Source: an optimization exercise on an open RTL-to-GDS flow (aim: small area, a short achievable clock period and few clock cycles per item). Production flows keep margins and buffers that such runs may drop.
The RTL was checked by simulation tests, not by an equivalence proof against the original design.
No activity file was given, so power comes from the tool's default toggle rates.

## v26
## button_gesture_matcher
module button_gesture_matcher (
    input  logic                            i_clk,
    input  logic                            i_rst_n,
    input  logic                            i_in_valid,
    output logic                            o_in_stall,
    input  logic [35:0]                     i_in_item,
    output logic                            o_out_valid,
    input  logic                            i_out_stall,
    output logic [11:0]                     o_out_item,
    input  logic                            i_cfg_we,
    input  logic [bgm_pkg::CFG_IDX_W-1:0]   i_cfg_index,
    input  logic [bgm_pkg::CFG_W-1:0]       i_cfg_data
);
For scale: roughly 2300 cells after synthesis, roughly 330 flip-flops, about 120 I/O pins, ~19000 um2 of cells after synthesis.
==> flow/config.mk <==
export PLATFORM = sky130hd
export DESIGN_NAME = button_gesture_matcher
export DESIGN_NICKNAME = button_gesture_matcher
export VERILOG_FILES = /design/flow/design.v
export SDC_FILE = /design/flow/constraint.sdc
export NUM_CORES = 4
export LEC_CHECK = 0
export ABC_AREA = 1
export CAP_MARGIN = 20
export CORE_MARGIN = 2
export CORE_UTILIZATION = 55
export CTS_BUF_LIST = sky130_fd_sc_hd__clkbuf_8
export CTS_CLUSTER_DIAMETER = 60
export CTS_CLUSTER_SIZE = 15
export SETUP_SLACK_MARGIN = 3.3
export SLEW_MARGIN = 20
==> flow/constraint.sdc <==
create_clock -name core_clock -period 5.7 [get_ports {i_clk}]
set_input_delay 1.1400 -clock core_clock [delete_from_list [all_inputs] [get_ports {i_clk}]]
set_output_delay 1.1400 -clock core_clock [all_outputs]
set_load 0.01 [all_outputs]
standard.sh (not shown) runs the stock make flow with config.mk's settings and CLKGATE_MAP_FILE= SYNTH_SCRIPT=/design/flow/synth_recipe.tcl, a recipe that flattens the netlist after the stock synthesis.
==> flow/flow/run.sh <==
#!/bin/bash
# Layout flow: the standard flow's own layout (standard.sh) with two changes:
#  - no full/half adder cells in synthesis (ADDER_MAP_FILE empty), so abc
#    maps the carry logic as plain gates;
#  - port buffers are buf_1 cells instead of the default delay buffers.
# Everything else (synthesis script, floorplan, power grid, placement, CTS,
# routing) is the standard flow. make's full output goes to flow_make.log.
set -euo pipefail
bash standard.sh ADDER_MAP_FILE= "BUFFER_PORTS_ARGS=-buffer_cell sky130_fd_sc_hd__buf_1" finish > flow_make.log 2>&1
Testbench counts of v26, summed over its fixed seeds: cycles 24,016, items 24,000.
Edits applied to the flow inputs when going from v26 to v23:
Settings: PLACE_DENSITY newly set to 0.7; CORE_UTILIZATION changed from 55 to 65.
--- a/flow/flow/run.sh
+++ b/flow/flow/run.sh
@@ -4,3 +4,3 @@
 #    maps the carry logic as plain gates;
-#  - port buffers are buf_1 cells instead of the default delay buffers.
+#  - port buffers are buf_2 cells instead of the default delay buffers.
 # Everything else (synthesis script, floorplan, power grid, placement, CTS,
@@ -8,2 +8,2 @@
 set -euo pipefail
-bash standard.sh ADDER_MAP_FILE= "BUFFER_PORTS_ARGS=-buffer_cell sky130_fd_sc_hd__buf_1" finish > flow_make.log 2>&1
+bash standard.sh ADDER_MAP_FILE= "BUFFER_PORTS_ARGS=-buffer_cell sky130_fd_sc_hd__buf_2" finish > flow_make.log 2>&1
Results
- Share of layout cells above drive strength 1 is higher on v23
- v23 — number of global-route vias before repair 716 higher, v26 as reference
- Insertion delay of the later-clocked pin in the worst-skew pair, v23 and v26: lower on v26
- As far as register-to-register slack is concerned, v26 and v23 perform about the same.
- The run with more setup slack is v26; v23 has less.
- Compare v23 and v26 | clock network power share higher: v26
- [compare] base=v26 new=v23: final wirelength went down by 380 um; final cell count without fillers fell by about 3%; global routing usage on met3 went up 0.86 points.
--- input diff v23..v42 ---
Settings: PLACE_DENSITY no longer set, was 0.7; CORE_UTILIZATION now 60, was 65.
--- a/flow/flow/run.sh
+++ b/flow/flow/run.sh
@@ -4,3 +4,3 @@
 #    maps the carry logic as plain gates;
-#  - port buffers are buf_2 cells instead of the default delay buffers.
+#  - port buffers are buf_1 cells instead of the default delay buffers.
 # Everything else (synthesis script, floorplan, power grid, placement, CTS,
@@ -8,2 +8,2 @@
 set -euo pipefail
-bash standard.sh ADDER_MAP_FILE= "BUFFER_PORTS_ARGS=-buffer_cell sky130_fd_sc_hd__buf_2" finish > flow_make.log 2>&1
+bash standard.sh ADDER_MAP_FILE= "BUFFER_PORTS_ARGS=-buffer_cell sky130_fd_sc_hd__buf_1" finish > flow_make.log 2>&1
==> results.txt <==
Taking v23 as the reference, in v42 critical path depth went down 3; routed wire length went down 2.1%; sequential fraction of total cell area went up 0.42 points; clock tree cell share of total cell area held.
v42 vs v23: placed cell area down in v42
v42 ended up with a lower met3 wire length than v23 did.
From v23 to v42 the numbers moved as follows: utilization after layout shows a reduction of 7.0 points; first-pass GRT wire length saw a decrease; pre-CTS worst setup slack fell by 0.38 ns; clock latency on the worst-skew pair essentially unchanged.

* * *

Another version of the RTL of button_gesture_matcher (not shown whole).
For scale: about 2400 cells after synthesis, ~120 I/O pins, ~0.019 mm2 of cells after synthesis.
clock: 5.7 ns
lec_check: 0
abc_area: 1
cap_margin: 20
core_margin: 2
core_utilization: 70
cts_buf_list: sky130_fd_sc_hd__clkbuf_8
cts_cluster_diameter: 60
cts_cluster_size: 15
place_density: 0.8
setup_slack_margin: 3.3
slew_margin: 20
==> flow/flow/run.sh <==
#!/bin/bash
# Layout flow: the standard flow's own layout (standard.sh) with two changes:
#  - no full/half adder cells in synthesis (ADDER_MAP_FILE empty), so abc
#    maps the carry logic as plain gates;
#  - port buffers are buf_2 cells instead of the default delay buffers.
# Everything else (synthesis script, floorplan, power grid, placement, CTS,
# routing) is the standard flow. make's full output goes to flow_make.log.
set -euo pipefail
bash standard.sh ADDER_MAP_FILE= "BUFFER_PORTS_ARGS=-buffer_cell sky130_fd_sc_hd__buf_2" finish > flow_make.log 2>&1
Testbench counts at the start, summed over its fixed seeds: cycles 24,016, items 24,000.
Edit:
Settings changed: CORE_UTILIZATION 70 to 65, PLACE_DENSITY 0.8 to 0.7.
The changed run completed with no timing, DRC or antenna violations.
Cell area grows by a few percent.
Power grows by a few percent.
Die area rose by a little under a tenth.
Routed wire length fell by a little under a tenth.
Non-clock buffer count came out higher by 31.
Combinational power is about the same.
Critical path depth decreases by 2.

port drivers added, routing unchanged:
In the flow no input, the clock included, has a driving cell. The finished layouts below were timed again as built, in two steps. Step 1, drivers: a clkbuf_16 drives i_clk and a buf_2 each remaining input, both assumed. Step 2 moves the port delays by t, midway between the first and last clock arrival at a register: inputs arrive t later, outputs are due t later. That takes back most of the time a late clock gives input paths. Slacks: ideal / step 1 / step 2; pairs: ideal / step 1.
| run | shift t [ns] | setup WS [ns] | latest minus earliest clock arrival (ns) |
|---|---|---|---|
| v26 | 0.645 | 3.225 / 3.223 / 2.577 | 0.038 / 0.039 |
| v23 | 0.681 | 3.211 / 3.182 / 2.500 | 0.024 / 0.023 |
| v42 | 0.693 | 3.223 / 3.220 / 2.527 | 0.026 / 0.026 |
| the first run of note 2 | 0.691 | 2.915 / 2.915 / 2.523 | 0.049 / 0.050 |
| the second run of note 2 | 0.606 | 3.187 / 3.148 / 2.542 | 0.042 / 0.042 |
After both steps every run listed still meets setup and hold. The setup slack of v23, which loses most, moves by -0.029 ns with the drivers and by -0.711 ns with both steps.
